This design comes from an exercise in tuning for small area, a short achievable clock period and few clock cycles on the open sky130 flow, not from production work. At most, simulation tests tie the RTL to the original design; equivalence was not proved. Only the layout flow was run in runs 1 to 3; the RTL was not checked for function there. No activity file was given, so power comes from the tool's default toggle rates.

$ cat design/flow/config.mk
export PLATFORM = sky130hd
export DESIGN_NAME = lin_input_ctrl_top
export DESIGN_NICKNAME = lin_input_ctrl_top
export VERILOG_FILES = /design/flow/design.v
export SDC_FILE = /design/flow/constraint.sdc
export NUM_CORES = 4
export LEC_CHECK = 0
export CAP_MARGIN = 20
export CORE_MARGIN = 2
export CORE_UTILIZATION = 40
export SETUP_SLACK_MARGIN = 3.0
export SLEW_MARGIN = 20
export TNS_END_PERCENT = 10
$ cat design/flow/design.v
`timescale 1ns/1ps
package lin_pkg;
    typedef logic [32-1:0] addr_t;
    typedef logic [32-1:0] data_t;
    typedef logic [4-1:0]   axi_id_t;
    typedef logic [16-1:0]  cnt_t;
    typedef logic [7:0]             burst_len_t;    
    typedef struct packed {
        addr_t addr;
        cnt_t  beats_left;     
        logic  is_bias;
    } rd_cmd_t;
    typedef struct packed {
        data_t data;
        logic  last;
    } fifo_word_t;
    typedef enum logic [3:0] {
        IDLE,
        READY,
        BIAS_CMD,
        BIAS_DATA,
        BIAS_ZERO,
        VEC_CMD,
        VEC_DATA,
        DONE
    } seq_state_t;
endpackage
`timescale 1ns/1ps
module lin_burst_issuer (
    input  logic                ACLK,
    input  logic                ARESETn,
    input  logic                linear_init,
    input  logic                start,         
    input  logic                has_bias,
    input  lin_pkg::addr_t      bias_address,
    input  lin_pkg::addr_t      input_address,
    input  lin_pkg::cnt_t       input_size,
    input  lin_pkg::cnt_t       input_num,
    input  lin_pkg::burst_len_t input_leng,
    input  logic                vec_pop,       
    input  logic                bias_free,     
    output logic                zero_push,     
    output logic                vec_idle,      
    input  logic                axi_arready,
    output lin_pkg::axi_id_t    axi_arid,
    output lin_pkg::addr_t      axi_araddr,
    output lin_pkg::burst_len_t axi_arlen,
    output logic [2:0]          axi_arsize,
    output logic [1:0]          axi_arburst,
    output logic                axi_arvalid
);
    localparam int CRED = 32;    
    logic                 c_valid;
    logic                 c_bias;       
    logic                 c_first;      
    logic                 c_last;
    logic [4:0]           c_len;
    lin_pkg::cnt_t        c_left;       
    logic [16:0]          n_j;
    logic [4:0]           n_len;
    logic                 n_last;
    logic [29:0]          b_addr;       
    logic [6:0]           k_lim2;       
    logic [4:0]           k_adv;        
    logic [5:0]           k_step;       
    logic [4:0]           k_len0;
    logic                 k_last0;
    logic [16:0]          k_j0;
    logic [4:0]           k_len1;
    logic                 k_last1;
    logic                 c_init;       
    logic [5:0]           avail;        
    logic [6:0]           spare;        
    logic [4:0]           leng;
    logic [6:0]           lim0;
    logic [6:0]           lim1;
    logic [6:0]           lim2;
    logic [4:0]           len0;         
    logic                 last0;
    logic [16:0]          j0;
    logic [4:0]           len1;         
    logic                 last1;
    logic [16:0]          j_adv;        
    logic [4:0]           len_adv;
    logic                 last_adv;
    logic                 job_last;     
    logic [29:0]          c_vaddr;
    lin_pkg::cnt_t        c_off;        
    logic [6:0]           j_lo;
    logic [10:0]          j_hi1;
    logic                 ar_free;
    logic                 move;
    logic                 vmove;
    logic                 cred_ok;
    logic [4:0]           ar_len_q;
    logic [29:0]          ar_addr_q;
    assign leng     = input_leng[4:0];
    assign lim0     = {2'b00, leng} + 7'd1;                     
    assign lim1     = {1'b0, leng, 1'b0} + 7'd2;                
    assign lim2     = {1'b0, leng, 1'b0} + {2'b00, leng} + 7'd3;   
    assign last0    = (input_size[15:7] == '0) & (input_size[6:0] <= lim0);
    assign len0     = last0 ? (input_size[4:0] - 5'd1) : leng;
    assign j0       = {1'b0, input_size} + 17'(leng) + 17'd1;
    assign last1    = (input_size[15:7] == '0) & (input_size[6:0] <= lim1);
    assign len1     = last1 ? (input_size[4:0] - leng - 5'd2) : leng;
    assign j_lo     = {1'b0, n_j[5:0]} - {1'b0, k_step};
    assign j_hi1    = n_j[16:6] - 11'd1;
    assign j_adv    = {j_lo[6] ? j_hi1 : n_j[16:6], j_lo[5:0]};
    assign last_adv = (n_j[16:7] == '0) & (n_j[6:0] <= k_lim2);
    assign len_adv  = last_adv ? (n_j[4:0] + k_adv) : leng;
    assign job_last = (c_left == 16'd1);
    assign c_vaddr  = input_address[31:2] + 30'(c_off);
    assign cred_ok   = ~spare[6] | (vec_pop & (spare == 7'h7f));
    assign ar_free   = ~axi_arvalid | axi_arready;
    assign move      = ar_free & c_valid & ~c_init &
                       (c_bias | (cred_ok & (has_bias | ~c_first | bias_free)));
    assign vmove     = move & ~c_bias;
    assign zero_push = vmove & c_first & ~has_bias;
    assign vec_idle  = avail[5];
    always_ff @(posedge ACLK or negedge ARESETn) begin
        if (!ARESETn) begin
            c_valid     <= 1'b0;
            c_bias      <= 1'b0;
            c_first     <= 1'b0;
            c_init      <= 1'b0;
            axi_arvalid <= 1'b0;
            axi_arid    <= 4'd1;
            avail       <= 6'(CRED);
            spare       <= 7'(CRED - 1);
            c_len       <= '0;
        end else if (linear_init) begin
            c_valid     <= 1'b0;
            c_bias      <= 1'b0;
            c_first     <= 1'b0;
            c_init      <= 1'b0;
            axi_arvalid <= 1'b0;
            axi_arid    <= 4'd1;
            avail       <= 6'(CRED);
            spare       <= 7'(CRED - 1);
            c_len       <= '0;
        end else begin
            if (axi_arvalid & axi_arready) axi_arid <= axi_arid + 1'b1;
            if (start) axi_arvalid <= has_bias;    
            else if (ar_free) axi_arvalid <= move;
            c_init <= start;
            if (c_init) begin
                spare <= {2'b00, ~k_len0};
                c_len <= k_len0;
            end else if (vmove) begin
                avail <= spare[5:0] + 6'(vec_pop);
                spare <= spare + 7'(vec_pop) - 7'(n_len) - 7'd1;
                c_len <= n_len;
            end else begin
                avail <= avail + 6'(vec_pop);
                spare <= spare + 7'(vec_pop);
            end
            if (start) begin
                c_valid <= 1'b1;
                c_bias  <= 1'b0;
                c_first <= 1'b1;
            end else if (move) begin
                c_first <= 1'b0;
                if (c_bias) begin
                    c_bias  <= 1'b0;
                    c_first <= 1'b1;
                end else if (c_last) begin
                    if (job_last) c_valid <= 1'b0;
                    c_bias  <= has_bias;
                    c_first <= 1'b1;
                end
            end
        end
    end
    always_ff @(posedge ACLK) begin
        if (c_init) begin
            c_last <= k_last0;
            if (k_last0) begin
                n_j    <= k_j0;
                n_len  <= k_len0;
                n_last <= 1'b1;
            end else begin
                n_j    <= {1'b0, input_size};
                n_len  <= k_len1;
                n_last <= k_last1;
            end
        end else if (vmove) begin
            c_last <= n_last;
            if (n_last) begin
                n_j    <= k_j0;
                n_len  <= k_len0;
                n_last <= k_last0;
            end else begin
                n_j    <= j_adv;
                n_len  <= len_adv;
                n_last <= last_adv;
            end
        end
        k_lim2 <= lim2;
        k_adv  <= 5'd0 - {leng[3:0], 1'b0} - 5'd3;
        k_step <= {1'b0, leng} + 6'd1;
        k_len0 <= len0;
        k_last0 <= last0;
        k_j0   <= j0;
        k_len1 <= len1;
        k_last1 <= last1;
        if (start) c_left <= input_num;
        else if (vmove & c_last) c_left <= c_left - 1'b1;
        if (c_init | (vmove & c_last)) c_off <= '0;
        else if (vmove) c_off <= c_off + 16'(k_step);
        if (start) b_addr <= bias_address[31:2];
        else if (move & c_bias) b_addr <= b_addr + 30'd1;
        if (start) begin
            ar_addr_q <= bias_address[31:2];
            ar_len_q  <= 5'd0;
        end else if (move) begin
            ar_addr_q <= c_bias ? b_addr + 30'd1 : c_vaddr;
            ar_len_q  <= c_bias ? 5'd0 : c_len;
        end
    end
    assign axi_araddr  = {ar_addr_q, 2'b00};
    assign axi_arlen   = {3'b000, ar_len_q};
    assign axi_arsize  = 3'(2);
    assign axi_arburst = 2'b01;
endmodule
`timescale 1ns/1ps
module lin_fetch_seq (
    input  logic                ACLK,
    input  logic                ARESETn,
    input  logic                linear_init,
    input  logic                bias_go,
    input  logic                input_go,
    input  logic                has_bias,
    input  lin_pkg::cnt_t       output_size,
    input  lin_pkg::cnt_t       input_size,
    input  lin_pkg::cnt_t       input_num,
    input  lin_pkg::data_t      axi_rdata,
    input  logic                axi_rvalid,
    output logic                axi_rready,
    output logic                linear_ready,
    output logic                job_done,
    output logic                start,
    output logic                vec_wr_valid,
    output logic                vec_wr_last,
    input  logic                zero_push,
    input  logic                vec_idle,
    output logic                bias_free,
    input  logic                out_bias_ready,
    output logic                out_bias_valid,
    output lin_pkg::data_t      out_bias_data,
    output logic                out_bias_last
);
    logic          run;         
    logic          r_bias;      
    lin_pkg::cnt_t r_wcnt;      
    logic          line_end;    
    lin_pkg::cnt_t r_line;      
    logic          bias_beat;
    logic          job_end;     
    logic          b_valid_n;
    logic          r_bias_n;
    logic          run_n;
    logic          rready_n;
    logic          vexp;        
    logic          bexp;        
    assign start     = linear_ready & ~run & ~job_done & vec_idle & bias_go & input_go;
    assign bias_beat = axi_rvalid & bexp;
    assign vec_wr_valid = axi_rvalid & vexp;
    assign vec_wr_last = line_end;
    assign bias_free = ~out_bias_valid | out_bias_ready;
    assign b_valid_n = (out_bias_valid & ~out_bias_ready) | bias_beat | zero_push;
    always_comb begin
        r_bias_n = r_bias;
        if (start) r_bias_n = has_bias;
        else if (bias_beat) r_bias_n = 1'b0;
        else if (vec_wr_valid & line_end & ~job_end) r_bias_n = has_bias;
    end
    assign run_n    = start | (run & ~(vec_wr_valid & line_end & job_end));
    assign rready_n = ~r_bias_n | ~b_valid_n;
    always_ff @(posedge ACLK or negedge ARESETn) begin
        if (!ARESETn) begin
            linear_ready   <= 1'b0;
            run            <= 1'b0;
            job_done       <= 1'b0;
            r_bias         <= 1'b0;
            out_bias_valid <= 1'b0;
            axi_rready     <= 1'b1;
            vexp           <= 1'b0;
            bexp           <= 1'b0;
        end else if (linear_init) begin
            linear_ready   <= 1'b0;
            run            <= 1'b0;
            job_done       <= 1'b0;
            r_bias         <= 1'b0;
            out_bias_valid <= 1'b0;
            axi_rready     <= 1'b1;
            vexp           <= 1'b0;
            bexp           <= 1'b0;
        end else begin
            vexp           <= run_n & ~r_bias_n;
            bexp           <= run_n & r_bias_n & rready_n;
            linear_ready   <= 1'b1;
            r_bias         <= r_bias_n;
            out_bias_valid <= b_valid_n;
            axi_rready     <= rready_n;
            if (start) begin
                run <= 1'b1;
            end else if (vec_wr_valid & line_end & job_end) begin
                run      <= 1'b0;
                job_done <= 1'b1;
            end else if (job_done & ~bias_go & ~input_go) begin
                job_done <= 1'b0;
            end
        end
    end
    always_ff @(posedge ACLK) begin
        if (start) begin
            r_wcnt   <= input_size - 1'b1;
            line_end <= (input_size == 16'd1);
            r_line   <= '0;
            job_end  <= (input_num == 16'd1);
        end else if (vec_wr_valid) begin
            if (line_end) begin
                r_wcnt   <= input_size - 1'b1;
                line_end <= (input_size == 16'd1);
                r_line   <= r_line + 1'b1;
                job_end  <= (r_line + 16'd2) == input_num;
            end else begin
                r_wcnt   <= r_wcnt - 1'b1;
                line_end <= (r_wcnt == 16'd1);
            end
        end
        if (bias_beat) begin
            out_bias_data <= axi_rdata;
            out_bias_last <= (r_line + 1'b1) == output_size;
        end else if (zero_push) begin
            out_bias_data <= '0;
            out_bias_last <= 1'b0;
        end
    end
endmodule
`timescale 1ns/1ps
module lin_sync_fifo #(
    parameter int WIDTH = 33,
    parameter int DEPTH = 31,
    parameter int PW    = 5
) (
    input  logic             ACLK,
    input  logic             ARESETn,
    input  logic             clr,
    input  logic             wr_valid,     
    input  logic [WIDTH-1:0] wr_data,
    output logic             rd_valid,
    output logic [WIDTH-1:0] rd_data,
    input  logic             rd_ready,
    output logic             pop
);
    logic [WIDTH-1:0] mem [DEPTH];
    logic [DEPTH-1:0] rd_sel;       
    logic [WIDTH-1:0] head;
    logic [PW-1:0]    wr_ptr;
    logic [PW-1:0]    rd_ptr;
    logic             wr_lap;
    logic             rd_lap;
    logic             arr_empty;
    logic             arr_full;
    logic             take;         
    logic [PW-1:0]    wr_inc;
    logic [PW-1:0]    rd_inc;
    logic             wr_wrap;
    logic             rd_wrap;
    assign arr_empty = (wr_ptr == rd_ptr) & (wr_lap == rd_lap);
    assign arr_full  = (wr_ptr == rd_ptr) & (wr_lap != rd_lap);
    assign pop       = rd_valid & rd_ready;
    assign take      = ~rd_valid | rd_ready;
    assign wr_wrap   = (wr_ptr == PW'(DEPTH - 1));
    assign rd_wrap   = (rd_ptr == PW'(DEPTH - 1));
    assign wr_inc    = wr_wrap ? '0 : wr_ptr + 1'b1;
    assign rd_inc    = rd_wrap ? '0 : rd_ptr + 1'b1;
    always_ff @(posedge ACLK or negedge ARESETn) begin
        if (!ARESETn) begin
            wr_ptr   <= '0;
            rd_ptr   <= '0;
            wr_lap   <= 1'b0;
            rd_lap   <= 1'b0;
            rd_valid <= 1'b0;
        end else if (clr) begin
            wr_ptr   <= '0;
            rd_ptr   <= '0;
            wr_lap   <= 1'b0;
            rd_lap   <= 1'b0;
            rd_valid <= 1'b0;
        end else begin
            if (wr_valid) begin
                wr_ptr <= wr_inc;
                wr_lap <= wr_lap ^ wr_wrap;
            end
            if (take) begin
                rd_valid <= ~arr_empty | wr_valid;
                if (~arr_empty | wr_valid) begin
                    rd_ptr <= rd_inc;
                    rd_lap <= rd_lap ^ rd_wrap;
                end
            end
        end
    end
    always_ff @(posedge ACLK) begin
        if (~arr_full) mem[wr_ptr] <= wr_data;
    end
    always_comb begin
        head = '0;
        for (int i = 0; i < DEPTH; i++) begin
            rd_sel[i] = (rd_ptr == PW'(i));
            head = head | (mem[i] & {WIDTH{rd_sel[i]}});
        end
    end
    always_ff @(posedge ACLK) begin
        if (take) rd_data <= arr_empty ? wr_data : head;
    end
endmodule
`timescale 1ns/1ps
module lin_input_ctrl_top (
    input  logic                ACLK,
    input  logic                ARESETn,
    output lin_pkg::axi_id_t    axi_arid,
    output lin_pkg::addr_t      axi_araddr,
    output lin_pkg::burst_len_t axi_arlen,
    output logic [2:0]          axi_arsize,
    output logic [1:0]          axi_arburst,
    output logic                axi_arvalid,
    input  logic                axi_arready,
    input  lin_pkg::data_t      axi_rdata,
    input  logic                axi_rlast,
    input  logic                axi_rvalid,
    output logic                axi_rready,
    input  logic                out_bias_ready,
    output logic                out_bias_valid,
    output lin_pkg::data_t      out_bias_data,
    output logic                out_bias_last,
    input  logic                out_ready,
    output logic                out_valid,
    output lin_pkg::data_t      out_data,
    output logic                out_last,     
    input  logic                linear_init,
    output logic                linear_ready,
    input  logic                bias_go,
    output logic                bias_done,
    input  lin_pkg::addr_t      bias_address,
    input  lin_pkg::cnt_t       bias_size,
    input  lin_pkg::cnt_t       output_size,
    input  logic                input_go,
    output logic                input_done,
    input  lin_pkg::addr_t      input_address,
    input  lin_pkg::cnt_t       input_size,
    input  lin_pkg::cnt_t       input_num,
    input  lin_pkg::burst_len_t input_leng
);
    logic                has_bias;
    logic                start;
    logic                job_done;
    logic                vec_wr_valid;
    logic                vec_wr_last;
    logic                vec_pop;
    logic                zero_push;
    logic                bias_free;
    logic                vec_idle;
    assign has_bias   = (bias_size != '0);
    assign bias_done  = job_done;
    assign input_done = job_done;
    lin_burst_issuer u_issuer (
        .ACLK          (ACLK),
        .ARESETn       (ARESETn),
        .linear_init   (linear_init),
        .start         (start),
        .has_bias      (has_bias),
        .bias_address  (bias_address),
        .input_address (input_address),
        .input_size    (input_size),
        .input_num     (input_num),
        .input_leng    (input_leng),
        .vec_pop       (vec_pop),
        .bias_free     (bias_free),
        .zero_push     (zero_push),
        .vec_idle      (vec_idle),
        .axi_arready   (axi_arready),
        .axi_arid      (axi_arid),
        .axi_araddr    (axi_araddr),
        .axi_arlen     (axi_arlen),
        .axi_arsize    (axi_arsize),
        .axi_arburst   (axi_arburst),
        .axi_arvalid   (axi_arvalid)
    );
    lin_fetch_seq u_seq (
        .ACLK           (ACLK),
        .ARESETn        (ARESETn),
        .linear_init    (linear_init),
        .bias_go        (bias_go),
        .input_go       (input_go),
        .has_bias       (has_bias),
        .output_size    (output_size),
        .input_size     (input_size),
        .input_num      (input_num),
        .axi_rdata      (axi_rdata),
        .axi_rvalid     (axi_rvalid),
        .axi_rready     (axi_rready),
        .linear_ready   (linear_ready),
        .job_done       (job_done),
        .start          (start),
        .vec_wr_valid   (vec_wr_valid),
        .vec_wr_last    (vec_wr_last),
        .zero_push      (zero_push),
        .vec_idle       (vec_idle),
        .bias_free      (bias_free),
        .out_bias_ready (out_bias_ready),
        .out_bias_valid (out_bias_valid),
        .out_bias_data  (out_bias_data),
        .out_bias_last  (out_bias_last)
    );
    lin_sync_fifo #(.WIDTH(32 + 1), .DEPTH(31), .PW(5)) u_vec_fifo (
        .ACLK     (ACLK),
        .ARESETn  (ARESETn),
        .clr      (linear_init),
        .wr_valid (vec_wr_valid),
        .wr_data  ({vec_wr_last, axi_rdata}),
        .rd_valid (out_valid),
        .rd_data  ({out_last, out_data}),
        .rd_ready (out_ready),
        .pop      (vec_pop)
    );
endmodule
$ cat design/flow/constraint.sdc
create_clock -name core_clock -period 5.5 [get_ports {ACLK}]
set_input_delay 1.1000 -clock core_clock [delete_from_list [all_inputs] [get_ports {ACLK}]]
set_output_delay 1.1000 -clock core_clock [all_outputs]
set_load 0.01 [all_outputs]
$ cat design/flow/flow/run.sh
#!/bin/bash
# Standard layout, except that the port buffers are buf_2 cells instead of
# the default clkdlybuf4s50_1. The make output goes to flow_make.log here;
# ORFS keeps each step's own log under orfs/logs/.
set -euo pipefail
export BUFFER_PORTS_ARGS="-buffer_cell sky130_fd_sc_hd__buf_2"
bash standard.sh > flow_make.log 2>&1
$ cat design/flow/standard.sh
#!/bin/bash
# synth_recipe.tcl (not shown) runs the flow's synth.tcl, then flattens the netlist and writes it again
# the make line also repeats each setting of config.mk as NAME=value (left out here)
make -C /OpenROAD-flow-scripts/flow DESIGN_CONFIG=/design/flow/config.mk WORK_HOME=/design/flow/orfs CLKGATE_MAP_FILE= SYNTH_SCRIPT=/design/flow/synth_recipe.tcl "${@:-finish}"
==> results of run 1 <==
[synth_stat cells, types with 79 or more instances]
cell | count | area share
nand3_1 | 87 | 0.0078
a22oi_1 | 236 | 0.032
ha_1 | 98 | 0.022
o21ai_0 | 110 | 0.0099
nor2_1 | 327 | 0.022
xnor2_1 | 125 | 0.020
a221oi_1 | 90 | 0.014
dfxtp_1 | 82 | 0.029
edfxtp_1 | 1207 | 0.65
a22o_1 | 82 | 0.013
xor2_1 | 85 | 0.013
a21oi_1 | 188 | 0.017
nor3_1 | 90 | 0.0081
nand4_1 | 79 | 0.0088
nand2_1 | 224 | 0.015
clkbuf_1 | 150 | 0.010
[metrics by stage]
step                instances  cell area, µm²  utilization  total power, mW  setup slack [ns]
floorplan                3975           56300            -             13.1              2.27
global placement         6059           60700        0.437             14.2              1.49
detailed placement       6060           60700        0.437             14.3              1.48
CTS                      6558           69800        0.502             24.4              2.69
global route             6690           71600        0.515             25.2              2.64
finish                   6695           71700        0.515             24.6              2.71
[logic make-up (layout without fill, tap and decap cells)]
| logic type | Yosys count | after routing |
|---|---|---|
| adder cells (fa/ha/maj) | 105 | 105 |
| buffers and inverters | 296 | 1116 |
| XOR/XNOR | 210 | 210 |
| multiplexers | 80 | 80 |
| flip-flops | 1337 | 1337 |
| AND/OR/NAND/NOR | 1016 | 1025 |
| AO/OA/AOI/OAI | 921 | 922 |
| other | 2 | 24 |
[report_power, final]
part           leakage, nW  switching [mW]  internal (mW)  total (mW)
Clock                 2.30            4.30           5.50        9.80
Sequential            12.2           0.190           11.4        11.6
Combinational         10.1            1.93           1.18        3.12
Total                 24.6            6.43           18.1        24.6
[worst max path at each step]
| stage | to | slack (ns) | depth (start not counted) |
|---|---|---|---|
| 2_1_floorplan | u_issuer.ar_addr_q[24] | 2.27 | 11 |
| 3_3_place_gp | u_vec_fifo.rd_data[1] | 1.49 | 11 |
| 3_5_place_dp | u_vec_fifo.rd_data[24] | 1.48 | 10 |
| 4_1_cts | u_seq.job_end | 2.69 | 8 |
| 5_1_grt | u_issuer.ar_addr_q[28] | 2.64 | 11 |
| 6_report | u_issuer.ar_addr_q[22] | 2.71 | 13 |
[layout make-up]
| class | instances | area (µm²) |
|---|---|---|
| diodes | 14 | 35.0 |
| clock buffers | 170 | 3730 |
| clock inverters | 87 | 1020 |
| fillers | 11400 | 67400 |
| inverters | 80 | 337 |
| multi-input cells | 2352 | 18200 |
| flip-flops and latches | 1337 | 39200 |
| well taps | 1876 | 2350 |
| repair buffers | 778 | 6830 |
| repair inverters | 1 | 7.51 |
[flip-flops by register name (all words and copies together) (netlist names), 6 cells and up]
signal               count
u_issuer.c_left         16
u_issuer.n_j            17
u_issuer.ar_addr_q      30
u_issuer.k_j0           17
u_issuer.b_addr         30
u_seq.out_bias_data     32
u_issuer.k_lim2          7
u_issuer.spare           7
u_seq.r_wcnt            16
u_issuer.avail           6
u_vec_fifo.rd_data      33
u_vec_fifo.mem        1023
u_seq.r_line            16
u_issuer.c_off          16
[per-layer routing]
metal / part of all wire / up-vias / wire length (µm)
met5: 0.00087 / - / 183
met4: 0.054 / 16 / 11400
met3: 0.13 / 646 / 27400
met2: 0.44 / 3024 / 93300
met1: 0.37 / 20800 / 78700
li1: - / 17000 / -
[repair_timing]
action                                  in CTS  in global routing
pin swaps                                  146                 81
cloned                                      13                 11
gates resized for setup                    380                180
hold buffers                                 0                  0
endpoints found under the setup margin    1258               1267
setup buffers                              228                112
==> summary.md, run 1 <==
| Metric | Value |
|---|---|
| Largest net degree at the start of global routing | 80 |
| Period utilisation layout | 0.508 |
| Xor-xnor portion of the synthesized cell area | 0.0329 |
| # IOs | 300 |
| Max_cap viols | 0 |
| Die area | 0.143 mm² |
| R2r worst-path depth | 12 |
| Chip width | 378 µm |
| Cell Pwr Density | 343 mW/mm² |
| Fin nets | 4977 |
| DR DRC count | 0 |
| FMAX | 0.358 GHz |
| FF-to-FF Start | u_vec_fifo.rd_ptr[0] |
| VDD IR max | 305 µV |
| Synth Area in Simple Gates | 0.0876 |
| R2r setup slk | 2.71 ns |
| DP HPWL | 118000 µm |
| Cells after Synth | 3967 |
| Num CTS Buffers | 144 |
| Average wire per standard cell | 31.5 µm |
| Crit path cell chain | buf_4, ha_4, inv_2, fa_2, nor2b_4, o2111ai_4, a21oi_2, nor3_2, o31a_1, buf_4, nor3_2, xnor2_1, o221ai_1 |
| Commonest non-fill, non-tap cell in the layout | edfxtp_1 |
| Post-DR vias/cell | 6.19 |
| Worst-path fanout max | 5 |
| Total number of vias | 41400 |
| Number of distinct library cells after synthesis | 91 |
| Endpoints failing hold | 0 |
| Count of buffer and inverter cells on the critical path | 3 |
| Final WL | 211000 µm |
| Gr usage total | 0.285 |
| Pleak | 24.6 nW |
| Die Ht | 378 µm |
| Final setup fails | 0 |
| Seq cells post-synth | 1337 |
| Layout cells sized above 1 | 0.292 |
| Worst Path Arrival | 3.31 ns |
| M2 GR Usage | 0.433 |
| Clock Latency Late Sink | 0.81 ns |
| Vias in the first global route | 37900 |
| Slowest stage cell, crit path | fa_2 |
| Most frequent cells in the layout | edfxtp_1, buf_4, buf_2 |
| Drt first pass iters | 7 |
| Row cnt | 137 |
| Core ar. | 0.139 mm² |
| Mux cell area share after synthesis | 0.0152 |
| RePlAce Congestion | 0.887 |
| Post-Syn Area | 0.0559 mm² |
| Post-synthesis compound-gate area fraction | 0.117 |
| Setup Skew | 0.0717 ns |
| Initial antenna violation count | 26 |
| Post-DRT Antenna Nets | 0 |
| Hold WS | 0.403 ns |
| Adder-cell share of the synthesized area | 0.0245 |
| Reg2reg end | u_vec_fifo.rd_data[1] |
| Crit. End Element | flop |
| Status | no timing/DRC/antenna violations |
| CP startpoint | input_address[2] |
| CP delay by family, top | compound AO/OA/AOI/OAI gates |
| Grt met1 use | 0.380 |
| Register area share after synthesis | 0.700 |
| RSZ-0062 raised after global routing | true |
| Root Buffer | clkbuf_16 |
| CP max stage delay | 0.37 ns |
| Most Used Layer, Global Route | met2 |
| CTS sink count | 1337 |
| Initial Utilization | 0.402 |
| IO buf count | 281 |
| CTS tree | yes |
| CP Launch Type | primary input |
| Ys async rst share | 0.0359 |
| Total gr overflow | 0 |
| Slew Limit Fails | 0 |
| HP Class | primary input to async pin |
| Pin slew with the least headroom to its limit | 0.884 ns |
| Kind of critical path | primary input to flop |
| Synthesis warning total | 3 |
| Area growth, synth to finish | 28.2% |
| H-tree depth | 4 |
| First-pass GRT wire length | 286000 µm |
| Tmin final | 2.79 ns |
| Clock tree buffer depth | 3 |
| Post-synth EDFFs | 1207 |
| Setup TNS | 0 ns |
| Prevailing post-synth register cell | edfxtp_1 |
| Clock slew at reported path FFs | 0.06 ns |
| Met3 Usage GRT | 0.0796 |
| Iter 0 DRT Violations | 6252 |
| Synth Area per Inst | 14.1 µm² |
| Slew headroom | 0.410 |
| Largest family of logic cells by synthesized area | compound AO/OA/AOI/OAI gates |
| CP Data Required Time | 6.02 ns |
==> inputs of run 2 (changes only) <==
--- a/design/flow/design.v
+++ b/design/flow/design.v
@@ -60,15 +60,6 @@
     logic [4:0]           n_len;
     logic                 n_last;
     logic [29:0]          b_addr;       
-    logic [6:0]           k_lim2;       
-    logic [4:0]           k_adv;        
-    logic [5:0]           k_step;       
-    logic [4:0]           k_len0;
-    logic                 k_last0;
-    logic [16:0]          k_j0;
-    logic [4:0]           k_len1;
-    logic                 k_last1;
-    logic                 c_init;       
     logic [5:0]           avail;        
     logic [6:0]           spare;        
     logic [4:0]           leng;
@@ -85,9 +76,6 @@
     logic                 last_adv;
     logic                 job_last;     
     logic [29:0]          c_vaddr;
-    lin_pkg::cnt_t        c_off;        
-    logic [6:0]           j_lo;
-    logic [10:0]          j_hi1;
     logic                 ar_free;
     logic                 move;
     logic                 vmove;
@@ -103,16 +91,14 @@
     assign j0       = {1'b0, input_size} + 17'(leng) + 17'd1;
     assign last1    = (input_size[15:7] == '0) & (input_size[6:0] <= lim1);
     assign len1     = last1 ? (input_size[4:0] - leng - 5'd2) : leng;
-    assign j_lo     = {1'b0, n_j[5:0]} - {1'b0, k_step};
-    assign j_hi1    = n_j[16:6] - 11'd1;
-    assign j_adv    = {j_lo[6] ? j_hi1 : n_j[16:6], j_lo[5:0]};
-    assign last_adv = (n_j[16:7] == '0) & (n_j[6:0] <= k_lim2);
-    assign len_adv  = last_adv ? (n_j[4:0] + k_adv) : leng;
-    assign job_last = (c_left == 16'd1);
-    assign c_vaddr  = input_address[31:2] + 30'(c_off);
+    assign j_adv    = n_j - 17'(leng) - 17'd1;
+    assign last_adv = (n_j[16:7] == '0) & (n_j[6:0] <= lim2);
+    assign len_adv  = last_adv ? (n_j[4:0] - {leng, 1'b0} - 5'd3) : leng;
+    assign job_last = (c_left == '0);
+    assign c_vaddr  = c_first ? input_address[31:2] : ar_addr_q + 30'(ar_len_q) + 30'd1;
     assign cred_ok   = ~spare[6] | (vec_pop & (spare == 7'h7f));
     assign ar_free   = ~axi_arvalid | axi_arready;
-    assign move      = ar_free & c_valid & ~c_init &
+    assign move      = ar_free & c_valid &
                        (c_bias | (cred_ok & (has_bias | ~c_first | bias_free)));
     assign vmove     = move & ~c_bias;
     assign zero_push = vmove & c_first & ~has_bias;
@@ -122,7 +108,6 @@
             c_valid     <= 1'b0;
             c_bias      <= 1'b0;
             c_first     <= 1'b0;
-            c_init      <= 1'b0;
             axi_arvalid <= 1'b0;
             axi_arid    <= 4'd1;
             avail       <= 6'(CRED);
@@ -132,7 +117,6 @@
             c_valid     <= 1'b0;
             c_bias      <= 1'b0;
             c_first     <= 1'b0;
-            c_init      <= 1'b0;
             axi_arvalid <= 1'b0;
             axi_arid    <= 4'd1;
             avail       <= 6'(CRED);
@@ -142,10 +126,9 @@
             if (axi_arvalid & axi_arready) axi_arid <= axi_arid + 1'b1;
             if (start) axi_arvalid <= has_bias;    
             else if (ar_free) axi_arvalid <= move;
-            c_init <= start;
-            if (c_init) begin
-                spare <= {2'b00, ~k_len0};
-                c_len <= k_len0;
+            if (start) begin
+                spare <= {2'b00, ~len0};
+                c_len <= len0;
             end else if (vmove) begin
                 avail <= spare[5:0] + 6'(vec_pop);
                 spare <= spare + 7'(vec_pop) - 7'(n_len) - 7'd1;
@@ -172,48 +155,38 @@
         end
     end
     always_ff @(posedge ACLK) begin
-        if (c_init) begin
-            c_last <= k_last0;
-            if (k_last0) begin
-                n_j    <= k_j0;
-                n_len  <= k_len0;
+        if (start) begin
+            c_last <= last0;
+            if (last0) begin
+                n_j    <= j0;
+                n_len  <= len0;
                 n_last <= 1'b1;
             end else begin
                 n_j    <= {1'b0, input_size};
-                n_len  <= k_len1;
-                n_last <= k_last1;
+                n_len  <= len1;
+                n_last <= last1;
             end
         end else if (vmove) begin
             c_last <= n_last;
             if (n_last) begin
-                n_j    <= k_j0;
-                n_len  <= k_len0;
-                n_last <= k_last0;
+                n_j    <= j0;
+                n_len  <= len0;
+                n_last <= last0;
             end else begin
                 n_j    <= j_adv;
                 n_len  <= len_adv;
                 n_last <= last_adv;
             end
         end
-        k_lim2 <= lim2;
-        k_adv  <= 5'd0 - {leng[3:0], 1'b0} - 5'd3;
-        k_step <= {1'b0, leng} + 6'd1;
-        k_len0 <= len0;
-        k_last0 <= last0;
-        k_j0   <= j0;
-        k_len1 <= len1;
-        k_last1 <= last1;
-        if (start) c_left <= input_num;
+        if (start) c_left <= input_num - 1'b1;
         else if (vmove & c_last) c_left <= c_left - 1'b1;
-        if (c_init | (vmove & c_last)) c_off <= '0;
-        else if (vmove) c_off <= c_off + 16'(k_step);
-        if (start) b_addr <= bias_address[31:2];
+        if (start) b_addr <= bias_address[31:2] + 30'd1;
         else if (move & c_bias) b_addr <= b_addr + 30'd1;
         if (start) begin
             ar_addr_q <= bias_address[31:2];
             ar_len_q  <= 5'd0;
         end else if (move) begin
-            ar_addr_q <= c_bias ? b_addr + 30'd1 : c_vaddr;
+            ar_addr_q <= c_bias ? b_addr : c_vaddr;
             ar_len_q  <= c_bias ? 5'd0 : c_len;
         end
     end
@@ -254,18 +227,17 @@
     lin_pkg::cnt_t r_wcnt;      
     logic          line_end;    
     lin_pkg::cnt_t r_line;      
+    logic          beat;
     logic          bias_beat;
-    logic          job_end;     
+    logic          job_end;
     logic          b_valid_n;
     logic          r_bias_n;
-    logic          run_n;
-    logic          rready_n;
-    logic          vexp;        
-    logic          bexp;        
     assign start     = linear_ready & ~run & ~job_done & vec_idle & bias_go & input_go;
-    assign bias_beat = axi_rvalid & bexp;
-    assign vec_wr_valid = axi_rvalid & vexp;
+    assign beat      = axi_rvalid & axi_rready & run;
+    assign bias_beat = beat & r_bias;
+    assign vec_wr_valid = beat & ~r_bias;
     assign vec_wr_last = line_end;
+    assign job_end   = (r_line + 1'b1) == input_num;
     assign bias_free = ~out_bias_valid | out_bias_ready;
     assign b_valid_n = (out_bias_valid & ~out_bias_ready) | bias_beat | zero_push;
     always_comb begin
@@ -274,8 +246,6 @@
         else if (bias_beat) r_bias_n = 1'b0;
         else if (vec_wr_valid & line_end & ~job_end) r_bias_n = has_bias;
     end
-    assign run_n    = start | (run & ~(vec_wr_valid & line_end & job_end));
-    assign rready_n = ~r_bias_n | ~b_valid_n;
     always_ff @(posedge ACLK or negedge ARESETn) begin
         if (!ARESETn) begin
             linear_ready   <= 1'b0;
@@ -284,8 +254,6 @@
             r_bias         <= 1'b0;
             out_bias_valid <= 1'b0;
             axi_rready     <= 1'b1;
-            vexp           <= 1'b0;
-            bexp           <= 1'b0;
         end else if (linear_init) begin
             linear_ready   <= 1'b0;
             run            <= 1'b0;
@@ -293,15 +261,11 @@
             r_bias         <= 1'b0;
             out_bias_valid <= 1'b0;
             axi_rready     <= 1'b1;
-            vexp           <= 1'b0;
-            bexp           <= 1'b0;
         end else begin
-            vexp           <= run_n & ~r_bias_n;
-            bexp           <= run_n & r_bias_n & rready_n;
             linear_ready   <= 1'b1;
             r_bias         <= r_bias_n;
             out_bias_valid <= b_valid_n;
-            axi_rready     <= rready_n;
+            axi_rready     <= ~r_bias_n | ~b_valid_n;
             if (start) begin
                 run <= 1'b1;
             end else if (vec_wr_valid & line_end & job_end) begin
@@ -317,13 +281,11 @@
             r_wcnt   <= input_size - 1'b1;
             line_end <= (input_size == 16'd1);
             r_line   <= '0;
-            job_end  <= (input_num == 16'd1);
         end else if (vec_wr_valid) begin
             if (line_end) begin
                 r_wcnt   <= input_size - 1'b1;
                 line_end <= (input_size == 16'd1);
                 r_line   <= r_line + 1'b1;
-                job_end  <= (r_line + 16'd2) == input_num;
             end else begin
                 r_wcnt   <= r_wcnt - 1'b1;
                 line_end <= (r_wcnt == 16'd1);
@@ -362,14 +324,12 @@
     logic             wr_lap;
     logic             rd_lap;
     logic             arr_empty;
-    logic             arr_full;
     logic             take;         
     logic [PW-1:0]    wr_inc;
     logic [PW-1:0]    rd_inc;
     logic             wr_wrap;
     logic             rd_wrap;
     assign arr_empty = (wr_ptr == rd_ptr) & (wr_lap == rd_lap);
-    assign arr_full  = (wr_ptr == rd_ptr) & (wr_lap != rd_lap);
     assign pop       = rd_valid & rd_ready;
     assign take      = ~rd_valid | rd_ready;
     assign wr_wrap   = (wr_ptr == PW'(DEPTH - 1));
@@ -404,7 +364,7 @@
         end
     end
     always_ff @(posedge ACLK) begin
-        if (~arr_full) mem[wr_ptr] <= wr_data;
+        if (wr_valid) mem[wr_ptr] <= wr_data;
     end
     always_comb begin
         head = '0;
--- a/design/flow/config.mk
+++ b/design/flow/config.mk
@@ -10,4 +10,3 @@
 export CORE_UTILIZATION = 40
 export SETUP_SLACK_MARGIN = 3.0
 export SLEW_MARGIN = 20
-export TNS_END_PERCENT = 10
==> run 2 against run 1 <==
Effect of this change: synthesized cell count shrank 6.6%; synthesized area decreased by 4.1%; sequential power is 5% lower; total power fell by 5.7%; first-iteration DRC count down 9.5%; die area shrank 4.0%; wire length is 4.8% lower; sequential share of layout area is 1.6 points lower; cell count decreased by 4.7%; utilization increased by 1.9 points; register-to-register slack gained 0.03 ns; critical path type unchanged; highest routed layer unchanged.
==> summary.md, run 2 <==
| Metric | Value |
|---|---|
| Cell Pwr Density | 325 mW/mm² |
| CP delay by family, top | compound AO/OA/AOI/OAI gates |
| CP max stage delay | 0.29 ns |
| Total number of vias | 39700 |
| Worst Path Arrival | 3.67 ns |
| FMAX | 0.317 GHz |
| Synth Area per Inst | 14.5 µm² |
| Most frequent cells in the layout | edfxtp_1, buf_4, buf_2 |
| Top-count cell post-synth | edfxtp_1 |
| Final setup fails | 0 |
| Post-Place Cells | 5653 |
| Fillers | 10600 |
| Count of buffer and inverter cells on the critical path | 3 |
| Post-synth EDFFs | 1206 |
| Clock Latency Late Sink | 0.80 ns |
| Post-Syn Area | 0.0536 mm² |
| Prevailing post-synth register cell | edfxtp_1 |
| Slew Limit Fails | 0 |
| Area growth, synth to finish | 32.9% |
| Post-DRT Antenna Nets | 0 |
| Clock slew at reported path FFs | 0.05 ns |
| CP Data Required Time | 6.02 ns |
| Clock tree buffer depth | 3 |
| Num CTS Buffers | 136 |
| Total gr overflow | 0 |
| Ys async rst share | 0.0354 |
| Period utilisation layout | 0.573 |
| Setup Skew | 0.0494 ns |
| VDD IR max | 276 µV |
| Die Ht | 370 µm |
| Post-DR vias/cell | 6.22 |
| CP Launch Type | primary input |
| Seq cells post-synth | 1272 |
| Layout cells sized above 1 | 0.342 |
| Setup ws final | 2.35 ns |
| Cells after Synth | 3705 |
| Setup TNS | 0 ns |
| Endpoints failing hold | 0 |
| Largest registers | u_vec_fifo.mem: 1023 flops, u_vec_fifo.rd_data: 33 flops, u_seq.out_bias_data: 32 flops |
| Slew headroom | 0.344 |
| Post-synthesis compound-gate area fraction | 0.125 |
| Mux cell area share after synthesis | 0.00976 |
| Commonest non-fill, non-tap cell in the layout | edfxtp_1 |
| DR DRC count | 0 |
| Vias in the first global route | 36900 |
| Final WL | 201000 µm |
| Area leader, netlist | edfxtp_1 |
| First-pass GRT wire length | 272000 µm |
| RSZ-0062 raised after global routing | true |
| FF-to-FF Start | u_issuer.avail[5] |
| Worst path depth | 16 |
| Root Buffer | clkbuf_16 |
| Yosys top cell area share | 0.676 |
| DP HPWL | 102000 µm |
| RePlAce Congestion | 0.846 |
| Xor-xnor portion of the synthesized cell area | 0.0336 |
| R2r setup slk | 2.74 ns |
| Synth cell count leaders | edfxtp_1, a22oi_1, nor2_1, nand2_1, clkbuf_1 |
| Hold-fix buffers, CTS | 0 |
| Largest cells by area after synthesis | edfxtp_1, a22oi_1, xnor2_1 |
| Tmin final | 3.15 ns |
| R2r worst-path depth | 8 |
| Die area | 0.137 mm² |
| Synthesis warning total | 3 |
| CP endpoint | u_issuer.n_len[0] |
| Core ar. | 0.133 mm² |
| Iter 0 DRT Violations | 5658 |
| CP startpoint | input_leng[1] |
| Layout Cells excl Fill | 6377 |
| Largest reg by FF count | u_vec_fifo.mem |
| Chip width | 370 µm |
| CTS tree | yes |
| Drt first pass iters | 8 |
| Max reg flops | 1023 |
| IO buf count | 281 |
| Slowest stage cell, crit path | o311a_1 |
| Average wire per standard cell | 31.5 µm |
| Synth Area in Simple Gates | 0.0848 |
| Largest family of logic cells by synthesized area | compound AO/OA/AOI/OAI gates |
| CTS sink count | 1272 |
| Fin nets | 4766 |
| Status | no timing/DRC/antenna violations |
| Crit. End Element | flop |
| Register area share after synthesis | 0.705 |
| Max_cap viols | 0 |
| H-tree depth | 4 |
| Crit path cell chain | buf_12, clkinvlp_4, ha_4, inv_2, ha_4, a21o_1, a21oi_2, xor2_1, ha_1, o21ai_2, nand2b_1, a21oi_2, a211oi_4, or2_4, o311a_1, a32o_1 |
| Row cnt | 134 |
| Worst-path fanout max | 4 |
| Pre-CTS WS | 1.16 ns |
| Gr usage total | 0.278 |
| Pin slew with the least headroom to its limit | 0.980 ns |
| Adder-cell share of the synthesized area | 0.0214 |
| Initial antenna violation count | 9 |
| Largest net degree at the start of global routing | 59 |
| HP Class | primary input to async pin |
| Kind of critical path | primary input to flop |
| Reg2reg end | u_issuer.c_left[15] |
| Initial Utilization | 0.402 |
| Number of distinct library cells after synthesis | 82 |
| Pleak | 24.1 nW |
| # IOs | 300 |
-- run 2: area by class of cell --
cell class	instances	area [µm²]	share of cell area
clock inverters	75	753	0.0106
flip-flops and latches	1272	37800	0.531
diodes	3	7.51	0.000105
clock buffers	169	3590	0.0504
multi-input cells	2169	18400	0.258
well taps	1768	2210	0.0310
inverters	71	310	0.00435
repair buffers	850	8230	0.115
-- run 2: metal layers --
layer / global-route usage / share of wire
met1: 0.366 / 0.36
met2: 0.438 / 0.45
met3: 0.0698 / 0.13
met4: 0.117 / 0.055
met5: 0 / 0.00076
-- run 2: how the worst min path moves through the flow --
stage	slack, ns	end	startpoint
floorplan	0.44	u_issuer.ar_len_q[0]	u_issuer.c_len[0]
global placement	0.48	u_issuer.ar_len_q[3]	u_issuer.c_len[3]
detailed placement	0.48	u_issuer.ar_len_q[4]	u_issuer.c_len[4]
CTS	0.35	u_issuer.c_len[4]	ARESETn
global route	0.39	u_issuer.c_len[2]	ARESETn
finish	0.38	u_issuer.c_len[4]	ARESETn
-- run 2: stage by stage --
step	power [mW]	util	area [µm²]	hold WS, ns
CTS	22.9	0.513	68400	0.349
detailed placement	13.5	0.441	58700	0.482
floorplan	12.5	-	55000	0.444
global placement	13.4	0.440	58700	0.479
finish	23.2	0.535	71300	0.378
global route	23.8	0.535	71300	0.391
-- run 2: cell families after synthesis --
group | after synthesis
xor gates and xnor gates | 204
AOI/OAI and AO/OA | 907
buffers and inverters | 284
DFF | 1272
and+or+nand+nor | 897
adders and majority gates | 88
other | 2
muxes | 51
-- run 2: power by group --
part | switching, mW | internal, mW
Sequential | 0.134 | 10.9
Clock | 4.02 | 5.04
Combinational | 1.85 | 1.23
-- run 2: repair_timing --
action,CTS,global route
pin swaps,209,240
buffers inserted,294,150
resized for setup,454,270
endpoints found under the setup margin,1303,604
cloned,22,11
==> inputs of run 3 (changes only) <==
--- a/design/flow/design.v
+++ b/design/flow/design.v
@@ -304,7 +304,7 @@
 module lin_sync_fifo #(
     parameter int WIDTH = 33,
     parameter int DEPTH = 31,
-    parameter int PW    = 5
+    parameter int CW    = 5      
 ) (
     input  logic             ACLK,
     input  logic             ARESETn,
@@ -317,59 +317,43 @@
     output logic             pop
 );
     logic [WIDTH-1:0] mem [DEPTH];
+    logic [DEPTH-1:0] wr_sel;       
     logic [DEPTH-1:0] rd_sel;       
-    logic [WIDTH-1:0] head;
-    logic [PW-1:0]    wr_ptr;
-    logic [PW-1:0]    rd_ptr;
-    logic             wr_lap;
-    logic             rd_lap;
+    logic [CW-1:0]    arr_cnt;      
     logic             arr_empty;
     logic             take;         
-    logic [PW-1:0]    wr_inc;
-    logic [PW-1:0]    rd_inc;
-    logic             wr_wrap;
-    logic             rd_wrap;
-    assign arr_empty = (wr_ptr == rd_ptr) & (wr_lap == rd_lap);
+    logic             adv;          
+    logic [WIDTH-1:0] head;
+    assign arr_empty = (arr_cnt == '0);
     assign pop       = rd_valid & rd_ready;
     assign take      = ~rd_valid | rd_ready;
-    assign wr_wrap   = (wr_ptr == PW'(DEPTH - 1));
-    assign rd_wrap   = (rd_ptr == PW'(DEPTH - 1));
-    assign wr_inc    = wr_wrap ? '0 : wr_ptr + 1'b1;
-    assign rd_inc    = rd_wrap ? '0 : rd_ptr + 1'b1;
+    assign adv       = take & (~arr_empty | wr_valid);
     always_ff @(posedge ACLK or negedge ARESETn) begin
         if (!ARESETn) begin
-            wr_ptr   <= '0;
-            rd_ptr   <= '0;
-            wr_lap   <= 1'b0;
-            rd_lap   <= 1'b0;
+            wr_sel   <= DEPTH'(1);
+            rd_sel   <= DEPTH'(1);
+            arr_cnt  <= '0;
             rd_valid <= 1'b0;
         end else if (clr) begin
-            wr_ptr   <= '0;
-            rd_ptr   <= '0;
-            wr_lap   <= 1'b0;
-            rd_lap   <= 1'b0;
+            wr_sel   <= DEPTH'(1);
+            rd_sel   <= DEPTH'(1);
+            arr_cnt  <= '0;
             rd_valid <= 1'b0;
         end else begin
-            if (wr_valid) begin
-                wr_ptr <= wr_inc;
-                wr_lap <= wr_lap ^ wr_wrap;
-            end
-            if (take) begin
-                rd_valid <= ~arr_empty | wr_valid;
-                if (~arr_empty | wr_valid) begin
-                    rd_ptr <= rd_inc;
-                    rd_lap <= rd_lap ^ rd_wrap;
-                end
-            end
+            if (wr_valid) wr_sel <= {wr_sel[DEPTH-2:0], wr_sel[DEPTH-1]};
+            if (adv) rd_sel <= {rd_sel[DEPTH-2:0], rd_sel[DEPTH-1]};
+            arr_cnt <= arr_cnt + CW'(wr_valid) - CW'(adv);
+            if (take) rd_valid <= ~arr_empty | wr_valid;
         end
     end
     always_ff @(posedge ACLK) begin
-        if (wr_valid) mem[wr_ptr] <= wr_data;
+        for (int i = 0; i < DEPTH; i++) begin
+            if (wr_valid & wr_sel[i]) mem[i] <= wr_data;
+        end
     end
     always_comb begin
         head = '0;
         for (int i = 0; i < DEPTH; i++) begin
-            rd_sel[i] = (rd_ptr == PW'(i));
             head = head | (mem[i] & {WIDTH{rd_sel[i]}});
         end
     end
@@ -475,7 +459,7 @@
         .out_bias_data  (out_bias_data),
         .out_bias_last  (out_bias_last)
     );
-    lin_sync_fifo #(.WIDTH(32 + 1), .DEPTH(31), .PW(5)) u_vec_fifo (
+    lin_sync_fifo #(.WIDTH(32 + 1), .DEPTH(31), .CW(5)) u_vec_fifo (
         .ACLK     (ACLK),
         .ARESETn  (ARESETn),
         .clr      (linear_init),
==> run 3 against run 2 <==
Effect of this change: critical endpoint unchanged; total power rose by 3.9%; critical path type unchanged; flip-flop and latch count rose by 55; clock power rose by 3.6%; largest power group unchanged; synthesized cell count rose by 5.4%.
==> summary.md, run 3 <==
| Metric | Value |
|---|---|
| DR DRC count | 0 |
| Fin nets | 4729 |
| Die Ht | 377 µm |
| Post-DRT Antenna Nets | 0 |
| Seq cells post-synth | 1327 |
| Slowest stage cell, crit path | o311a_1 |
| Fillers | 11600 |
| CP delay by family, top | compound AO/OA/AOI/OAI gates |
| Design Power | 24.1 mW |
| Clock slew at reported path FFs | 0.06 ns |
| CTS sink count | 1327 |
| HP Class | primary input to async pin |
| Worst-path fanout max | 5 |
| CP max stage delay | 0.35 ns |
| Chip width | 377 µm |
| Gr usage total | 0.277 |
| Core ar. | 0.138 mm² |
| # IOs | 300 |
| VDD IR max | 329 µV |
| Largest registers | u_vec_fifo.mem: 1023 flops, u_vec_fifo.rd_data: 33 flops, u_seq.out_bias_data: 32 flops |
| RePlAce Congestion | 0.864 |
| Synthesis warning total | 4 |
| Cell Pwr Density | 349 mW/mm² |
| Total number of vias | 39600 |
| Most frequent cells in the layout | edfxtp_1, buf_2, buf_4 |
| Status | no timing/DRC/antenna violations |
| Vias in the first global route | 37200 |
| Average wire per standard cell | 31.7 µm |
| Clock tree buffer depth | 3 |
| DP HPWL | 104000 µm |
| Combinational fraction of design power | 0.130 |
| Register area share after synthesis | 0.705 |
| Final setup fails | 0 |
| Ys async rst share | 0.0754 |
| Crit path cell chain | buf_12, ha_4, ha_4, inv_2, o21bai_1, a21oi_2, xor2_1, ha_1, a21o_1, a21oi_2, inv_2, o31ai_4, nand2_2, o311a_1, a32o_1 |
| RSZ-0062 raised after global routing | true |
| Post-DR vias/cell | 6.20 |
| FMAX | 0.307 GHz |
| Area leader, netlist | edfxtp_1 |
| Slew Limit Fails | 0 |
| Endpoints failing hold | 0 |
| Area growth, synth to finish | 24.1% |
| Slew headroom | 0.201 |
| Prevailing post-synth register cell | edfxtp_1 |
| Clock power share | 0.390 |
| Worst Path Arrival | 3.80 ns |
| CP Data Required Time | 6.04 ns |
| Tmin final | 3.26 ns |
| Synth cell count leaders | edfxtp_1, nand2_1, clkbuf_1, a22oi_1, a21oi_1 |
| Commonest non-fill, non-tap cell in the layout | edfxtp_1 |
| Num CTS Buffers | 141 |
| Kind of critical path | primary input to flop |
| Max_cap viols | 0 |
| Pin slew with the least headroom to its limit | 1.19 ns |
| Largest net degree at the start of global routing | 68 |
| Yosys top cell area share | 0.652 |
| Drt first pass iters | 7 |
| Period utilisation layout | 0.593 |
| Setup TNS | 0 ns |
| Initial Utilization | 0.404 |
| Total gr overflow | 0 |
| Clock Latency Late Sink | 0.82 ns |
| H-tree depth | 4 |
| Top-count cell post-synth | edfxtp_1 |
| Hold-fix buffers, CTS | 0 |
| Final WL | 203000 µm |
| Net switching power | 6.30 mW |
| Largest reg by FF count | u_vec_fifo.mem |
| Crit. End Element | flop |
| Post-synth EDFFs | 1206 |
| CP Launch Type | primary input |
| Cells after Synth | 3906 |
| CTS tree | yes |
| Layout cells sized above 1 | 0.272 |
| Pleak | 23.8 nW |
| Number of distinct library cells after synthesis | 87 |
| Post-Syn Area | 0.0556 mm² |
| Iter 0 DRT Violations | 5710 |
| Synth Area per Inst | 14.2 µm² |
| Row cnt | 136 |
| First-pass GRT wire length | 279000 µm |
| Reg power frac | 0.480 |
| Net Sw Frac | 0.262 |
| Max reg flops | 1023 |
| Root Buffer | clkbuf_16 |
| Die area | 0.142 mm² |
| Initial antenna violation count | 19 |
| Setup Skew | 0.0446 ns |
| IO buf count | 281 |
| Pint | 17.8 mW |
| Count of buffer and inverter cells on the critical path | 3 |
| Largest cells by area after synthesis | edfxtp_1, dfrtp_1, a22oi_1 |
-- run 3: changes by cell type after synthesis, moves of 13 or more --
cell | previous run | this run
a21oi_1 | 128 | 187
nand3_1 | 67 | 106
a211oi_1 | 19 | 6
nor2_1 | 216 | 182
nand4_1 | 126 | 98
inv_1 | 71 | 112
o211ai_1 | 26 | 13
nor3_1 | 98 | 79
nand2_1 | 179 | 270
a22o_1 | 109 | 140
a221oi_1 | 113 | 149
clkbuf_1 | 173 | 206
a22oi_1 | 265 | 202
dfrtp_1 | 37 | 90
-- run 3: cell type report --
class                           instances  area [µm²]  area share
Timing Repair inverter                 21         160     0.00232
Sequential cell                      1327       39300       0.570
Multi-Input combinational cell       2234       17200       0.249
Antenna cell                           15        37.5    0.000544
Clock inverter                         82         823      0.0119
Clock buffer                          177        3690      0.0536
Inverter                              113         606     0.00878
Timing Repair Buffer                  627        4930      0.0715
Tap cell                             1794        2240      0.0326
-- run 3: layer usage --
layer	vias to the layer above	wire, µm	GRT usage
met5	-	28	0
met4	4	9870	0.120
met3	477	22100	0.0552
met2	2419	94000	0.438
met1	20200	76800	0.372
li1	16500	-	-
-- run 3: what timing repair did --
item,CTS,global route
buffers inserted,155,104
cloned,32,1
pin swaps,57,108
setup endpoints to repair,1130,340
resized for setup,216,210
-- run 3: worst paths after layout --
kind / from / endpoint / slack [ns] / cells after the start
min in group core_clock: u_vec_fifo.rd_sel[0] / u_vec_fifo.rd_sel[0] / 0.48 / 2
max reg2reg: u_issuer.n_j[0] / u_issuer.n_j[12] / 2.79 / 9
min reg2reg: u_vec_fifo.rd_sel[0] / u_vec_fifo.rd_sel[0] / 0.48 / 2
max: input_leng[2] / u_issuer.n_len[0] / 2.24 / 15
max in group asynchronous: ARESETn / u_vec_fifo.rd_sel[28] / 3.88 / 2
min: ARESETn / u_issuer.axi_arid[2] / 0.42 / 1
-- run 3: power by group through the flow --
stage	sequential, mW	combinational [mW]	clock (mW)
5_1_grt	11.6	3.36	9.85
3_5_place_dp	11.8	2.52	0
6_report	11.5	3.12	9.39
3_3_place_gp	11.8	2.49	0
4_1_cts	11.6	2.84	9.48
2_1_floorplan	11.8	1.53	0
-- run 3: per-stage QoR --
step / utilization / hold slack, ns / setup WS (ns) / cells / instance area (µm²)
6_report: 0.501 / 0.416 / 2.24 / 6390 / 68900
4_1_cts: 0.487 / 0.405 / 2.29 / 6270 / 67000
3_3_place_gp: 0.436 / 0.472 / 1.03 / 5823 / 60100
5_1_grt: 0.501 / 0.456 / 2.13 / 6388 / 68900
3_5_place_dp: 0.437 / 0.478 / 1.06 / 5824 / 60100
2_1_floorplan: - / 0.459 / 1.70 / 3914 / 57000
-- run 3: logic make-up after synthesis --
| kind of cell | share of synthesized area |
|---|---|
| fa+ha+maj | 0.0203 |
| compound gates | 0.127 |
| other cells | 0.000135 |
| buf+inv | 0.0254 |
| simple gates | 0.0805 |
| flops | 0.705 |
| mux | 0.00968 |
| xor+xnor | 0.0327 |
==> inputs of run 4 (changes only) <==
--- a/design/flow/design.v
+++ b/design/flow/design.v
@@ -60,6 +60,9 @@
     logic [4:0]           n_len;
     logic                 n_last;
     logic [29:0]          b_addr;       
+    logic [6:0]           k_lim2;       
+    logic [4:0]           k_adv;        
+    logic [5:0]           k_step;       
     logic [5:0]           avail;        
     logic [6:0]           spare;        
     logic [4:0]           leng;
@@ -76,6 +79,8 @@
     logic                 last_adv;
     logic                 job_last;     
     logic [29:0]          c_vaddr;
+    logic [5:0]           vlo;
+    logic [24:0]          vhi;
     logic                 ar_free;
     logic                 move;
     logic                 vmove;
@@ -91,11 +96,13 @@
     assign j0       = {1'b0, input_size} + 17'(leng) + 17'd1;
     assign last1    = (input_size[15:7] == '0) & (input_size[6:0] <= lim1);
     assign len1     = last1 ? (input_size[4:0] - leng - 5'd2) : leng;
-    assign j_adv    = n_j - 17'(leng) - 17'd1;
-    assign last_adv = (n_j[16:7] == '0) & (n_j[6:0] <= lim2);
-    assign len_adv  = last_adv ? (n_j[4:0] - {leng, 1'b0} - 5'd3) : leng;
-    assign job_last = (c_left == '0);
-    assign c_vaddr  = c_first ? input_address[31:2] : ar_addr_q + 30'(ar_len_q) + 30'd1;
+    assign j_adv    = n_j - 17'(k_step);
+    assign last_adv = (n_j[16:7] == '0) & (n_j[6:0] <= k_lim2);
+    assign len_adv  = last_adv ? (n_j[4:0] + k_adv) : leng;
+    assign job_last = (c_left == 16'd1);
+    assign vlo      = {1'b0, ar_addr_q[4:0]} + {1'b0, ar_len_q} + 6'd1;
+    assign vhi      = ar_addr_q[29:5] + 25'(vlo[5]);
+    assign c_vaddr  = c_first ? input_address[31:2] : {vhi, vlo[4:0]};
     assign cred_ok   = ~spare[6] | (vec_pop & (spare == 7'h7f));
     assign ar_free   = ~axi_arvalid | axi_arready;
     assign move      = ar_free & c_valid &
@@ -178,15 +185,18 @@
                 n_last <= last_adv;
             end
         end
-        if (start) c_left <= input_num - 1'b1;
+        k_lim2 <= lim2;
+        k_adv  <= 5'd0 - {leng[3:0], 1'b0} - 5'd3;
+        k_step <= {1'b0, leng} + 6'd1;
+        if (start) c_left <= input_num;
         else if (vmove & c_last) c_left <= c_left - 1'b1;
-        if (start) b_addr <= bias_address[31:2] + 30'd1;
+        if (start) b_addr <= bias_address[31:2];
         else if (move & c_bias) b_addr <= b_addr + 30'd1;
         if (start) begin
             ar_addr_q <= bias_address[31:2];
             ar_len_q  <= 5'd0;
         end else if (move) begin
-            ar_addr_q <= c_bias ? b_addr : c_vaddr;
+            ar_addr_q <= c_bias ? b_addr + 30'd1 : c_vaddr;
             ar_len_q  <= c_bias ? 5'd0 : c_len;
         end
     end
@@ -304,7 +314,7 @@
 module lin_sync_fifo #(
     parameter int WIDTH = 33,
     parameter int DEPTH = 31,
-    parameter int CW    = 5      
+    parameter int PW    = 5
 ) (
     input  logic             ACLK,
     input  logic             ARESETn,
@@ -317,43 +327,69 @@
     output logic             pop
 );
     logic [WIDTH-1:0] mem [DEPTH];
-    logic [DEPTH-1:0] wr_sel;       
     logic [DEPTH-1:0] rd_sel;       
-    logic [CW-1:0]    arr_cnt;      
-    logic             arr_empty;
-    logic             take;         
-    logic             adv;          
     logic [WIDTH-1:0] head;
-    assign arr_empty = (arr_cnt == '0);
+    logic [PW-1:0]    wr_ptr;
+    logic [PW-1:0]    rd_ptr;
+    logic             wr_lap;
+    logic             rd_lap;
+    logic             arr_empty;    
+    logic             arr_full;
+    logic             adv;          
+    logic [PW-1:0]    wr_ptr_n;
+    logic [PW-1:0]    rd_ptr_n;
+    logic             wr_lap_n;
+    logic             rd_lap_n;
+    logic             take;         
+    logic [PW-1:0]    wr_inc;
+    logic [PW-1:0]    rd_inc;
+    logic             wr_wrap;
+    logic             rd_wrap;
+    assign adv       = take & (~arr_empty | wr_valid);
+    assign wr_ptr_n  = wr_valid ? wr_inc : wr_ptr;
+    assign wr_lap_n  = wr_lap ^ (wr_valid & wr_wrap);
+    assign rd_ptr_n  = adv ? rd_inc : rd_ptr;
+    assign rd_lap_n  = rd_lap ^ (adv & rd_wrap);
     assign pop       = rd_valid & rd_ready;
     assign take      = ~rd_valid | rd_ready;
-    assign adv       = take & (~arr_empty | wr_valid);
+    assign wr_wrap   = (wr_ptr == PW'(DEPTH - 1));
+    assign rd_wrap   = (rd_ptr == PW'(DEPTH - 1));
+    assign wr_inc    = wr_wrap ? '0 : wr_ptr + 1'b1;
+    assign rd_inc    = rd_wrap ? '0 : rd_ptr + 1'b1;
     always_ff @(posedge ACLK or negedge ARESETn) begin
         if (!ARESETn) begin
-            wr_sel   <= DEPTH'(1);
-            rd_sel   <= DEPTH'(1);
-            arr_cnt  <= '0;
+            wr_ptr   <= '0;
+            rd_ptr   <= '0;
+            wr_lap   <= 1'b0;
+            rd_lap   <= 1'b0;
             rd_valid <= 1'b0;
+            arr_empty <= 1'b1;
+            arr_full  <= 1'b0;
         end else if (clr) begin
-            wr_sel   <= DEPTH'(1);
-            rd_sel   <= DEPTH'(1);
-            arr_cnt  <= '0;
+            wr_ptr   <= '0;
+            rd_ptr   <= '0;
+            wr_lap   <= 1'b0;
+            rd_lap   <= 1'b0;
             rd_valid <= 1'b0;
+            arr_empty <= 1'b1;
+            arr_full  <= 1'b0;
         end else begin
-            if (wr_valid) wr_sel <= {wr_sel[DEPTH-2:0], wr_sel[DEPTH-1]};
-            if (adv) rd_sel <= {rd_sel[DEPTH-2:0], rd_sel[DEPTH-1]};
-            arr_cnt <= arr_cnt + CW'(wr_valid) - CW'(adv);
+            wr_ptr    <= wr_ptr_n;
+            wr_lap    <= wr_lap_n;
+            rd_ptr    <= rd_ptr_n;
+            rd_lap    <= rd_lap_n;
+            arr_empty <= (wr_ptr_n == rd_ptr_n) & (wr_lap_n == rd_lap_n);
+            arr_full  <= (wr_ptr_n == rd_ptr_n) & (wr_lap_n != rd_lap_n);
             if (take) rd_valid <= ~arr_empty | wr_valid;
         end
     end
     always_ff @(posedge ACLK) begin
-        for (int i = 0; i < DEPTH; i++) begin
-            if (wr_valid & wr_sel[i]) mem[i] <= wr_data;
-        end
+        if (~arr_full) mem[wr_ptr] <= wr_data;
     end
     always_comb begin
         head = '0;
         for (int i = 0; i < DEPTH; i++) begin
+            rd_sel[i] = (rd_ptr == PW'(i));
             head = head | (mem[i] & {WIDTH{rd_sel[i]}});
         end
     end
@@ -459,7 +495,7 @@
         .out_bias_data  (out_bias_data),
         .out_bias_last  (out_bias_last)
     );
-    lin_sync_fifo #(.WIDTH(32 + 1), .DEPTH(31), .CW(5)) u_vec_fifo (
+    lin_sync_fifo #(.WIDTH(32 + 1), .DEPTH(31), .PW(5)) u_vec_fifo (
         .ACLK     (ACLK),
         .ARESETn  (ARESETn),
         .clr      (linear_init),
--- a/design/flow/config.mk
+++ b/design/flow/config.mk
@@ -10,3 +10,4 @@
 export CORE_UTILIZATION = 40
 export SETUP_SLACK_MARGIN = 3.0
 export SLEW_MARGIN = 20
+export TNS_END_PERCENT = 10
==> run 4 against run 3 <==
Effect of this change: still clean; die area is 3.8% lower; first-iteration DRC count is 12% lower; cell count is 4.1% lower; synthesized area is 3.8% lower; wire length is 6.4% lower; synthesized cell count is 5.8% lower; count of clock-buffer cells in the layout is 2 lower; critical path type is now flop to flop; largest power group unchanged.
==> summary.md, run 4 <==
| Metric | Value |
|---|---|
| Status | no timing/DRC/antenna violations |
| Hold-fix buffers, CTS | 0 |
| IO buf count | 281 |
| Fin nets | 4514 |
| Tmin final | 3.17 ns |
| Pin slew with the least headroom to its limit | 1.46 ns |
| Clock tree buffer depth | 3 |
| FF-to-FF Start | u_vec_fifo.wr_ptr[0] |
| Post-DRT Antenna Nets | 0 |
| HP Class | primary input to async pin |
| Worst Path Arrival | 3.57 ns |
| Total number of vias | 37700 |
| Largest registers | u_vec_fifo.mem: 1023 flops, u_vec_fifo.rd_data: 33 flops, u_seq.out_bias_data: 32 flops |
| Register area share after synthesis | 0.714 |
| Max_cap viols | 0 |
| Drt first pass iters | 6 |
| Most frequent cells in the layout | edfxtp_1, buf_2, a22oi_1 |
| Cell Pwr Density | 349 mW/mm² |
| CTS sink count | 1290 |
| RePlAce Congestion | 0.893 |
| DP HPWL | 99800 µm |
| Initial antenna violation count | 9 |
| Die Ht | 370 µm |
| DR DRC count | 0 |
| Final setup fails | 0 |
| Initial Utilization | 0.402 |
| CP Data Required Time | 5.90 ns |
| Top-count cell post-synth | edfxtp_1 |
| Synthesis warning total | 3 |
| Largest cells by area after synthesis | edfxtp_1, a22oi_1, ha_1 |
| Fillers | 11300 |
| CP startpoint | u_vec_fifo.wr_ptr[0] |
| Row cnt | 134 |
| Average wire per standard cell | 31.0 µm |
| Slew Limit Fails | 0 |
| Worst-path fanout max | 20 |
| Setup Skew | 0.0328 ns |
| Final Instance Area | 0.0658 mm² |
| Final WL | 190000 µm |
| Max reg flops | 1023 |
| RSZ-0062 raised after global routing | true |
| VDD IR max | 305 µV |
| Post-DR vias/cell | 6.15 |
| Commonest non-fill, non-tap cell in the layout | edfxtp_1 |
| Largest net degree at the start of global routing | 74 |
| CP max stage delay | 0.94 ns |
| # IOs | 300 |
| Synth cell count leaders | edfxtp_1, a22oi_1, nor2_1, nand2_1, clkbuf_1 |
| Gr usage total | 0.271 |
| Vias in the first global route | 35700 |
| Yosys top cell area share | 0.678 |
| Setup TNS | 0 ns |
| Core ar. | 0.133 mm² |
| Slew headroom | 0.0285 |
| Die area | 0.137 mm² |
| DP Area | 0.0575 mm² |
| CTS tree | yes |
| Kind of critical path | flop to flop |
| Largest reg by FF count | u_vec_fifo.mem |
| Slowest stage cell, crit path | nor2_4 |
| Layout cells sized above 1 | 0.247 |
| FMAX | 0.316 GHz |
| Area leader, netlist | edfxtp_1 |
| Endpoints failing hold | 0 |
| Post-Syn Area | 0.0535 mm² |
| Area growth, synth to finish | 23.0% |
| H-tree depth | 4 |
| Hold WS | 0.429 ns |
| Prevailing post-synth register cell | edfxtp_1 |
| Seq cells post-synth | 1290 |
| Root Buffer | clkbuf_16 |
run 4: cell count changes after synthesis, moves of 52 or more:
| cell | delta |
|---|---|
| nor2_1 | +53 |
| nand2_1 | -98 |
| a22o_1 | -57 |
| dfrtp_1 | -52 |
| a22oi_1 | +76 |
| clkbuf_1 | -60 |
run 4: cell type report:
class,count,area (µm²),share of cell area
Tap cell,1768,2210,0.0336
Clock inverter,72,698,0.0106
Timing Repair Buffer,612,4850,0.0738
Clock buffer,175,3600,0.0548
Timing Repair inverter,1,7.51,0.000114
Inverter,106,410,0.00624
Multi-Input combinational cell,2100,15800,0.240
Sequential cell,1290,38200,0.580
Antenna cell,5,12.5,0.000190
run 4: path summary, 6_finish.rpt:
| path | endpoint | depth (start not counted) | slack [ns] |
|---|---|---|---|
| min in group core_clock | u_issuer.ar_len_q[0] | 2 | 0.51 |
| hold reg to reg | u_issuer.ar_len_q[0] | 2 | 0.51 |
| setup reg to reg | u_vec_fifo.mem[20][2] | 5 | 2.33 |
| setup / recovery | u_vec_fifo.mem[20][2] | 5 | 2.33 |
| hold / removal | u_issuer.axi_arid[1] | 2 | 0.43 |
| max in group asynchronous | u_issuer.c_first | 2 | 4.55 |
run 4: worst register-to-register path, stage by stage, from the launching register on:
cell	delay, ns
dfrtp_1	0.43
inv_1	0.11
ha_1	0.16
nand2b_1	0.54
nor2_4	0.95
buf_4	0.60
run 4: routing by layer:
layer  wire (µm)  vias up  track usage
li1            -    15800            -
met1       72200    19000        0.359
met2       86600     2471        0.425
met3       22400      480       0.0676
met4        8550       10        0.116
met5          78        -            0
run 4: cell families after synthesis:
kind of cell             count (synthesis)  synth area share
AND/OR/NAND/NOR                        874            0.0831
AO/OA/AOI/OAI                          897             0.122
flip-flops                            1290             0.714
XOR/XNOR                               193            0.0319
multiplexers                            27           0.00517
other                                    2          0.000140
buffers and inverters                  309            0.0234
adder cells (fa/ha/maj)                 87            0.0212
run 4: what timing repair did:
item | 4_1_cts | 5_1_grt
setup endpoints to repair | 1258 | 1146
resized for setup | 326 | 28
pin swaps | 127 | 24
buffers inserted | 197 | 34
cloned | 22 | 2
run 4: where the power goes:
group          leakage [nW]  internal, mW  switching, mW  total, mW
Clock                  2.08          5.05           3.92       8.97
Sequential             11.8          11.1          0.217       11.3
Combinational          8.25          1.02           1.69       2.71
run 4: stage by stage:
stage,utilization,setup WS (ns),instances
after global placement,0.432,1.22,5621
final,0.494,2.33,6129
after detailed placement,0.432,1.13,5621
after CTS,0.491,2.28,6087
after global routing,0.494,2.30,6127
after floorplan,-,1.95,3687
Testbench counts of run 4, summed over its fixed seeds: cycles 25,720.

Setup slack of run 4, layout unchanged: 2.335 ns with ideal ports, 2.335 ns with driving cells assumed (clock clkbuf_16, inputs buf_2), 1.727 ns with port delays also shifted by the 0.850 ns mid clock arrival.
